Background: an optimization exercise with open tools, aiming at small area, a short achievable clock period and few clock cycles. Do not read the settings as production practice. Power figures rest on the tool's default switching activity, not on a simulated workload.

// link_framer_top
module link_framer_top (
  input  logic       aclk,
  input  logic       aresetn,
  input  logic       in_tvalid,
  output logic       in_tready,
  input  logic [7:0] in_tdata,
  input  logic       in_tlast,
  output logic       out_tvalid,
  input  logic       out_tready,
  output logic [7:0] out_tdata,
  output logic       out_tlast
);
Size in the first run: ~30 cells after synthesis, ~2 flip-flops, roughly 24 I/O pins, roughly 230 um2 of cells after synthesis.
==> module lf_o311a, before the edit <==
module lf_o311a (input logic a1, a2, a3, b1, c1, output logic y);
  assign y = (a1 || a2 || a3) && b1 && c1;
endmodule
==> module link_framer_top, before the edit <==
module link_framer_top (
  input  logic       aclk,
  input  logic       aresetn,
  input  logic       in_tvalid,
  output logic       in_tready,
  input  logic [7:0] in_tdata,
  input  logic       in_tlast,
  output logic       out_tvalid,
  input  logic       out_tready,
  output logic [7:0] out_tdata,
  output logic       out_tlast
);
  logic body;
  logic b;
  logic body_d;
  logic b_d;
  logic fresh;
  logic at_stop;
  logic at_start;
  lf_decode u_decode (.body(body), .b(b), .fresh(fresh), .at_stop(at_stop), .at_start(at_start));
  logic hi_n;      
  logic esc1_n;    
  logic esc0_n;    
  logic pre_n;     
  logic low_zero;  
  logic keep1_n;   
  logic keep0_n;   
  lf_nand4  u_hi    (.a(in_tdata[6]), .b(in_tdata[5]), .c(in_tdata[4]), .d(in_tdata[3]), .y(hi_n));
  lf_nand4b u_esc1  (.an(in_tdata[7]), .b(in_tdata[2]), .c(in_tdata[0]), .d(fresh), .y(esc1_n));
  lf_nand4b u_esc0  (.an(in_tdata[7]), .b(in_tdata[2]), .c(in_tdata[1]), .d(fresh), .y(esc0_n));
  lf_nand3b u_pre   (.an(in_tdata[7]), .b(in_tdata[2]), .c(fresh), .y(pre_n));
  lf_nor2   u_low   (.a(in_tdata[1]), .b(in_tdata[0]), .y(low_zero));
  lf_a21oi  u_keep1 (.a1(body), .a2(in_tdata[1]), .b1(at_stop), .y(keep1_n));
  lf_a21oi  u_keep0 (.a1(body), .a2(in_tdata[0]), .b1(at_start), .y(keep0_n));
  lf_o21ai  u_out1  (.a1(hi_n), .a2(esc1_n), .b1(keep1_n), .y(out_tdata[1]));
  lf_o21ai  u_out0  (.a1(hi_n), .a2(esc0_n), .b1(keep0_n), .y(out_tdata[0]));
  lf_o311a  u_rdy   (.a1(hi_n), .a2(pre_n), .a3(low_zero), .b1(out_tready), .c1(body), .y(in_tready));
  lf_and2   u_out7  (.a(body), .b(in_tdata[7]), .y(out_tdata[7]));
  for (genvar k = 2; k < 7; k++) begin : g_hi
    lf_or2b u_outk  (.a(in_tdata[k]), .bn(body), .y(out_tdata[k]));
  end
  lf_or2    u_valid (.a(in_tvalid), .b(at_stop), .y(out_tvalid));
  assign out_tlast = at_stop;
  lf_next u_next (
    .body     (body),
    .b        (b),
    .tvalid   (in_tvalid),
    .tready   (out_tready),
    .tlast    (in_tlast),
    .hi_n     (hi_n),
    .pre_n    (pre_n),
    .low_zero (low_zero),
    .body_d   (body_d),
    .b_d      (b_d)
  );
  always_ff @(posedge aclk or negedge aresetn) begin
    if (!aresetn) begin
      body <= 1'b0;
      b    <= 1'b0;
    end else begin
      body <= body_d;
      b    <= b_d;
    end
  end
endmodule
==> flow/config.mk <==
export PLATFORM = sky130hd
export DESIGN_NAME = link_framer_top
export DESIGN_NICKNAME = link_framer_top
export VERILOG_FILES = /design/flow/design.v
export SDC_FILE = /design/flow/constraint.sdc
export NUM_CORES = 4
export LEC_CHECK = 0
export CAP_MARGIN = 20
export CORE_AREA = 3 3 61 61
export CTS_BUF_LIST = sky130_fd_sc_hd__clkbuf_1
export DIE_AREA = 0 0 64 64
export SETUP_SLACK_MARGIN = 2.0
export SLEW_MARGIN = 20
export SYNTH_HIERARCHICAL = 1
export SYNTH_MINIMUM_KEEP_SIZE = 0
==> flow/constraint.sdc <==
create_clock -name core_clock -period 4.5 [get_ports {aclk}]
set_input_delay 0.9000 -clock core_clock [delete_from_list [all_inputs] [get_ports {aclk}]]
set_output_delay 0.9000 -clock core_clock [all_outputs]
set_load 0.01 [all_outputs]
standard.sh (not shown) runs the stock make flow with config.mk's settings and CLKGATE_MAP_FILE= SYNTH_SCRIPT=/design/flow/synth_recipe.tcl, a recipe that flattens the netlist after the stock synthesis.
==> flow/flow/run.sh <==
#!/bin/bash
# The standard layout (the standard.sh) with extra ORFS settings:
# BUFFER_PORTS_ARGS="-buffer_cell sky130_fd_sc_hd__buf_1" RECOVER_POWER=100
# make's full output goes to standard.log; each ORFS step keeps its own log under orfs/logs.
set -euo pipefail
bash standard.sh BUFFER_PORTS_ARGS="-buffer_cell sky130_fd_sc_hd__buf_1" RECOVER_POWER=100 finish > standard.log 2>&1
Then changed:
--- a/flow/design.v
+++ b/flow/design.v
@@ -32,14 +32,23 @@
 module lf_a21oi (input logic a1, a2, b1, output logic y);
   assign y = !((a1 && a2) || b1);
 endmodule
 module lf_o21ai (input logic a1, a2, b1, output logic y);
   assign y = !((a1 || a2) && b1);
 endmodule
-module lf_o311a (input logic a1, a2, a3, b1, c1, output logic y);
-  assign y = (a1 || a2 || a3) && b1 && c1;
+module lf_a31oi (input logic a1, a2, a3, b1, output logic y);
+  assign y = !((a1 && a2 && a3) || b1);
+endmodule
+module lf_and4 (input logic a, b, c, d, output logic y);
+  assign y = a && b && c && d;
+endmodule
+module lf_and3b (input logic an, b, c, output logic y);
+  assign y = !an && b && c;
+endmodule
+module lf_nand2 (input logic a, b, output logic y);
+  assign y = !(a && b);
 endmodule
 module lf_decode (
   input  logic body,
   input  logic b,
   output logic fresh,
   output logic at_stop,
@@ -101,13 +110,21 @@
   lf_nand3b u_pre   (.an(in_tdata[7]), .b(in_tdata[2]), .c(fresh), .y(pre_n));
   lf_nor2   u_low   (.a(in_tdata[1]), .b(in_tdata[0]), .y(low_zero));
   lf_a21oi  u_keep1 (.a1(body), .a2(in_tdata[1]), .b1(at_stop), .y(keep1_n));
   lf_a21oi  u_keep0 (.a1(body), .a2(in_tdata[0]), .b1(at_start), .y(keep0_n));
   lf_o21ai  u_out1  (.a1(hi_n), .a2(esc1_n), .b1(keep1_n), .y(out_tdata[1]));
   lf_o21ai  u_out0  (.a1(hi_n), .a2(esc0_n), .b1(keep0_n), .y(out_tdata[0]));
-  lf_o311a  u_rdy   (.a1(hi_n), .a2(pre_n), .a3(low_zero), .b1(out_tready), .c1(body), .y(in_tready));
+  logic hi;        
+  logic pre;       
+  logic low_any;   
+  logic go_n;      
+  lf_and4   u_hip   (.a(in_tdata[6]), .b(in_tdata[5]), .c(in_tdata[4]), .d(in_tdata[3]), .y(hi));
+  lf_and3b  u_prep  (.an(in_tdata[7]), .b(in_tdata[2]), .c(fresh), .y(pre));
+  lf_or2    u_lowa  (.a(in_tdata[1]), .b(in_tdata[0]), .y(low_any));
+  lf_nand2  u_go    (.a(out_tready), .b(body), .y(go_n));
+  lf_a31oi  u_rdy   (.a1(hi), .a2(pre), .a3(low_any), .b1(go_n), .y(in_tready));
   lf_and2   u_out7  (.a(body), .b(in_tdata[7]), .y(out_tdata[7]));
   for (genvar k = 2; k < 7; k++) begin : g_hi
     lf_or2b u_outk  (.a(in_tdata[k]), .bn(body), .y(out_tdata[k]));
   end
   lf_or2    u_valid (.a(in_tvalid), .b(at_stop), .y(out_tvalid));
   assign out_tlast = at_stop;
What happened: Die area stays the same; sequential cell count stays the same; setup slack improved by 0.10 ns; synthesized cell count rises by 13%; synthesized area rises by 10%; register-to-register slack improved by 0.41 ns; routed wire length rises by 4.7%; cell count rises by 4.9%; global-route usage rises by 0.33 points; combinational power rises by 21%; first-iteration DRC count rises by 140%.
Function was not checked in any run of this note: the RTL went through the layout flow alone.

==> static timing again, ports no longer ideal <==
The results above use ideal ports. As a check the final layouts listed here were re-extracted and re-timed, cells and wires unchanged.
Step 1: set_driving_cell puts a clkbuf_16 on aclk and a buf_2 on each other input, an assumption about the parent block.
Step 2 moves the port delays by t, midway between the first and last clock arrival at a register: inputs arrive t later, outputs are due t later. That takes back most of the time a late clock gives input paths.
Slacks: ideal ports / drivers / drivers and shift; pairs: ideal ports / drivers.
run	t, ns	slack for setup (ns)	worst hold slack (ns)	slew at the worst register clock pin (ns)
the first run	0.221	1.951 / 1.936 / 1.953	0.452 / 0.466 / 0.584	0.07 / 0.07
the second run	0.215	2.051 / 2.029 / 2.029	0.458 / 0.470 / 0.579	0.06 / 0.06
After both steps setup and hold are still met in every run listed. For the second run, which loses most, drivers alone change the setup slack by -0.022 ns; drivers and shift together by -0.022 ns.
